Background: an optimization exercise with open tools, aiming at small area and a short achievable clock period. Do not read the settings as production practice.
RTL that was checked went through simulation tests only; none was proved equivalent to the original.
Power figures rest on the tool's default switching activity, not on a simulated workload.

## spiSdCard
module spiSdCard (
   input  logic sclk,
   input  logic rstn,
   input  logic ncs,
   input  logic mosi,
   output logic miso
);
   localparam int N = 256;
   localparam logic [3:0] sHunt    = 4'd0,
                          sDir     = 4'd1,
                          sFrame   = 4'd2,
                          sStart   = 4'd3,     
                          sResp    = 4'd4,     
                          sData    = 4'd5,
                          sCrc     = 4'd6,
                          sTokHunt = 4'd7,
                          sWrData  = 4'd8,
                          sWrCrc   = 4'd9,
                          sStartW  = 4'd10,    
                          sDrBusy  = 4'd11;    
   logic [3:0]             state;
   logic [10:0]            cnt;         
   logic [5:0]             idx;
   logic [7:0]             adr;         
   logic                   a8;          
   logic                   fA;          
   logic                   fB;          
   logic                   appCmd;
   logic                   wasApp;      
   logic                   initDone;
   logic [7:0]             lenm1;       
  ...
Size in the first run: about 3300 cells after synthesis, ~2200 flip-flops.
clock: 4.0 ns
lec_check: 0
cap_margin: 20
core_margin: 2
core_utilization: 65
cts_buf_list: sky130_fd_sc_hd__clkbuf_4 sky130_fd_sc_hd__clkbuf_8
cts_cluster_diameter: 60
cts_cluster_size: 16
setup_slack_margin: 2.2
slew_margin: 20
run.sh (not shown) runs the stock make flow with config.mk's settings and CLKGATE_MAP_FILE= SYNTH_SCRIPT=/design/flow/synth_recipe.tcl, a recipe that flattens the netlist after the stock synthesis.
==> next run, changes <==
- SETUP_SLACK_MARGIN: 2.2 -> 2.0
Maximum frequency goes up by 3.4%.
Register-to-register slack improved by 20 ps.
Combinational power goes down by about 10%.
Critical path depth is unchanged.
Worst setup slack improved by 71 ps.
==> next run, changes <==
- ABC_AREA: default -> 1
=> Clock-buffer cell count is higher by 3. Final area falls by about 1.3%. Cell count is higher by 10%. Sequential power climbs by about 5%.

---

Another version of the RTL of spiSdCard (not shown whole).
Size in the first run: about 3400 cells after synthesis, ~2200 flip-flops, roughly 0.054 mm^2 of cells after synthesis.
make LEC_CHECK=0 CAP_MARGIN=20 CORE_MARGIN=2 CORE_UTILIZATION=75 CTS_BUF_LIST='sky130_fd_sc_hd__clkbuf_4 sky130_fd_sc_hd__clkbuf_8' CTS_CLUSTER_DIAMETER=60 CTS_CLUSTER_SIZE=18 SETUP_SLACK_MARGIN=1.8 SLEW_MARGIN=20 finish   # period 4.0 ns
The first run ran to the end with no violations.
Then changed:
CORE_UTILIZATION = 60   (was 75)
CTS_CLUSTER_DIAMETER = 80   (was 60)
CTS_CLUSTER_SIZE = 16   (was 18)
SETUP_SLACK_MARGIN = 1.6   (was 1.8)
After rerunning: Wire length goes down by 8.8%; core utilization shrinks by 17 points; fmax went down by 6.5%; die area climbs by 25%; register-to-register slack got worse by 0.22 ns; critical path depth came out higher by 2; first-iteration DRC count goes down by 6.8%.
Function was not checked in any run of this note: the RTL went through the layout flow alone.

---

Setup of orange:
spiSdCard, a different RTL version from the one above (not shown whole).
Size: ~3400 cells after synthesis, ~2100 flip-flops, roughly 51000 um2 of cells after synthesis.
Design spiSdCard, start of the top module:
module spiSdCard (
   input  logic sclk,
   input  logic rstn,
   input  logic ncs,
   input  logic mosi,
   output logic miso
);
export LEC_CHECK = 0
export CAP_MARGIN = 20
export CORE_MARGIN = 2
export CORE_UTILIZATION = 40
export SLEW_MARGIN = 20
create_clock -name core_clock -period 4.0 [get_ports {sclk}]
### orange -> purple
- putting SETUP_SLACK_MARGIN at 1.5 where nothing was set
### Flow results
From orange to purple the numbers moved as follows: critical path buffer and inverter count higher, number of cells on the critical path higher, xor/xnor cell area share of the yosys netlist roughly the same, aggregate global routing overflow roughly the same.
From orange to purple the numbers moved as follows: relative area change from synthesis to final layout increased 2.3 points, final non-filler cell total increased 1.3%, final cell utilization of the core increased 0.92 points, number of combinational gates with multiple inputs essentially unchanged.
Looking only at total chip power, and setting everything else aside, the lower value of orange and purple goes to purple.

---

## run 1
Another version of the RTL of spiSdCard (not shown whole).
Size in the first run: roughly 3200 cells after synthesis, ~2200 flip-flops, roughly 5 I/O pins, about 52000 um^2 of cells after synthesis.
==> flow/config.mk <==
export PLATFORM = sky130hd
export DESIGN_NAME = spiSdCard
export DESIGN_NICKNAME = spiSdCard
export VERILOG_FILES = /design/flow/design.v
export SDC_FILE = /design/flow/constraint.sdc
export NUM_CORES = 4
export LEC_CHECK = 0
export CAP_MARGIN = 20
export CORE_MARGIN = 2
export CORE_UTILIZATION = 65
export CTS_BUF_LIST = sky130_fd_sc_hd__clkbuf_4 sky130_fd_sc_hd__clkbuf_8
export CTS_CLUSTER_DIAMETER = 60
export CTS_CLUSTER_SIZE = 16
export SETUP_SLACK_MARGIN = 1.95
export SLEW_MARGIN = 20
==> flow/constraint.sdc <==
create_clock -name core_clock -period 4.0 [get_ports {sclk}]
set_input_delay 0.8000 -clock core_clock [delete_from_list [all_inputs] [get_ports {sclk}]]
set_output_delay 0.8000 -clock core_clock [all_outputs]
set_load 0.01 [all_outputs]
Input changes introduced in run 2 (baseline for comparison: run 1):
# run 1
export LEC_CHECK = 0
export CAP_MARGIN = 20
export CORE_MARGIN = 2
export CORE_UTILIZATION = 65
export CTS_BUF_LIST = sky130_fd_sc_hd__clkbuf_4 sky130_fd_sc_hd__clkbuf_8
export CTS_CLUSTER_DIAMETER = 60
export CTS_CLUSTER_SIZE = 16
export SETUP_SLACK_MARGIN = 1.95
export SLEW_MARGIN = 20
create_clock -name core_clock -period 4.0 [get_ports {sclk}]
# run 2
export LEC_CHECK = 0
export CAP_MARGIN = 20
export CORE_MARGIN = 2
export CORE_UTILIZATION = 65
export CTS_BUF_LIST = sky130_fd_sc_hd__clkbuf_16
export CTS_CLUSTER_DIAMETER = 80
export CTS_CLUSTER_SIZE = 30
export SETUP_SLACK_MARGIN = 1.8
export SLEW_MARGIN = 20
create_clock -name core_clock -period 4.0 [get_ports {sclk}]
### Flow results
Run 2 vs run 1 on worst stage delay on the critical path: run 2 is the higher one. Run 2 ends up with a largest fanout on the critical path that is 5 higher than in run 1. Compared with run 1, run 2 has extra setup slack. Summary — number of buffers other than clock buffers in the final layout, run 2 relative to run 1: lower, by 49.
Modified inputs, run 3 compared to run 2
# run 2
export LEC_CHECK = 0
export CAP_MARGIN = 20
export CORE_MARGIN = 2
export CORE_UTILIZATION = 65
export CTS_BUF_LIST = sky130_fd_sc_hd__clkbuf_16
export CTS_CLUSTER_DIAMETER = 80
export CTS_CLUSTER_SIZE = 30
export SETUP_SLACK_MARGIN = 1.8
export SLEW_MARGIN = 20
create_clock -name core_clock -period 4.0 [get_ports {sclk}]
# run 3
export LEC_CHECK = 0
export CAP_MARGIN = 20
export CORE_MARGIN = 2
export CORE_UTILIZATION = 65
export CTS_BUF_LIST = sky130_fd_sc_hd__clkbuf_4 sky130_fd_sc_hd__clkbuf_8
export CTS_CLUSTER_DIAMETER = 60
export CTS_CLUSTER_SIZE = 16
export SETUP_SLACK_MARGIN = 1.8
export SLEW_MARGIN = 20
create_clock -name core_clock -period 4.0 [get_ports {sclk}]
Notes after the runs:
The origin of the worst setup path comes out adr[0] in one run and misoReg in the other, namely in run 2 and run 3 respectively.
Run 3 does better than run 2 on worst reg-to-reg setup slack.
Lower maximum net fanout on the critical path was reported by run 3, not run 2.
The final layout from run 3, which completed every stage, passed the timing, design-rule and antenna checks at the end of the flow.
Diff run 2 and run 3: total power lower in run 3
Run 3 vs. run 2: total track usage went down by 0.67 points.
Run 3 vs run 2 on number of diodes added for antenna fixing: run 3 is the higher one.
Comparing run 2 and run 3, the higher critical path depth is on run 2.
Diff run 2 -> run 3: worst setup slack lost 0.056 ns, transition time of the tightest slew-check pin lost 0.014 ns, first-pass GRT wire length lost 4.0 mm, number of fill cells in the layout neither gained nor lost much.
Vias: run 3 above run 2

what the ideal ports hide:
The results above use ideal ports. As a check the final layouts listed here were re-extracted and re-timed, cells and wires unchanged.
Step 1, drivers: a clkbuf_16 drives sclk and a buf_2 each remaining input, both assumed.
Step 2 times the ports against the registers' clock, not the clock port: input delays grow and output delays shrink by t, the midpoint of the rising clock arrivals with the driver on.
Slacks: ideal / step 1 / step 2; pairs: ideal / step 1.
| run | shift t [ns] | setup slack, ns | hold WS [ns] | latest minus earliest clock arrival (ns) | pins driven straight from the clock port |
|---|---|---|---|---|---|
| the first run of note 1 | 0.886 | 1.813 / 1.751 / 1.124 | 0.277 / 0.277 / 0.277 | 0.066 / 0.066 | 1 |
| the second run of note 1 | 0.865 | 1.884 / 1.824 / 1.335 | 0.246 / 0.225 / 0.307 | 0.042 / 0.042 | 1 |
| the third run of note 1 | 0.876 | 1.839 / 1.780 / 1.188 | 0.286 / 0.286 / 0.286 | 0.056 / 0.056 | 1 |
| the first run of note 2 | 0.884 | 1.682 / 1.655 / 1.137 | 0.309 / 0.309 / 0.309 | 0.054 / 0.054 | 1 |
| the second run of note 2 | 0.891 | 1.520 / 1.520 / 0.934 | 0.305 / 0.305 / 0.305 | 0.042 / 0.042 | 1 |
| orange | 0.841 | 0.617 / 0.617 / 0.617 | 0.305 / 0.305 / 0.305 | 0.035 / 0.035 | 1 |
| purple | 0.851 | 0.953 / 0.953 / 0.890 | 0.302 / 0.302 / 0.302 | 0.034 / 0.034 | 1 |
| run 1 | 0.851 | 1.743 / 1.685 / 1.191 | 0.303 / 0.303 / 0.303 | 0.039 / 0.039 | 1 |
| run 2 | 0.720 | 1.782 / 1.770 / 1.279 | 0.314 / 0.314 / 0.314 | 0.032 / 0.033 | 1 |
| run 3 | 0.879 | 1.725 / 1.665 / 1.280 | 0.300 / 0.300 / 0.300 | 0.049 / 0.049 | 1 |
After both steps setup and hold are still met in every run listed. For the first run of note 1, which loses most, drivers alone change the setup slack by -0.062 ns; drivers and shift together by -0.689 ns.
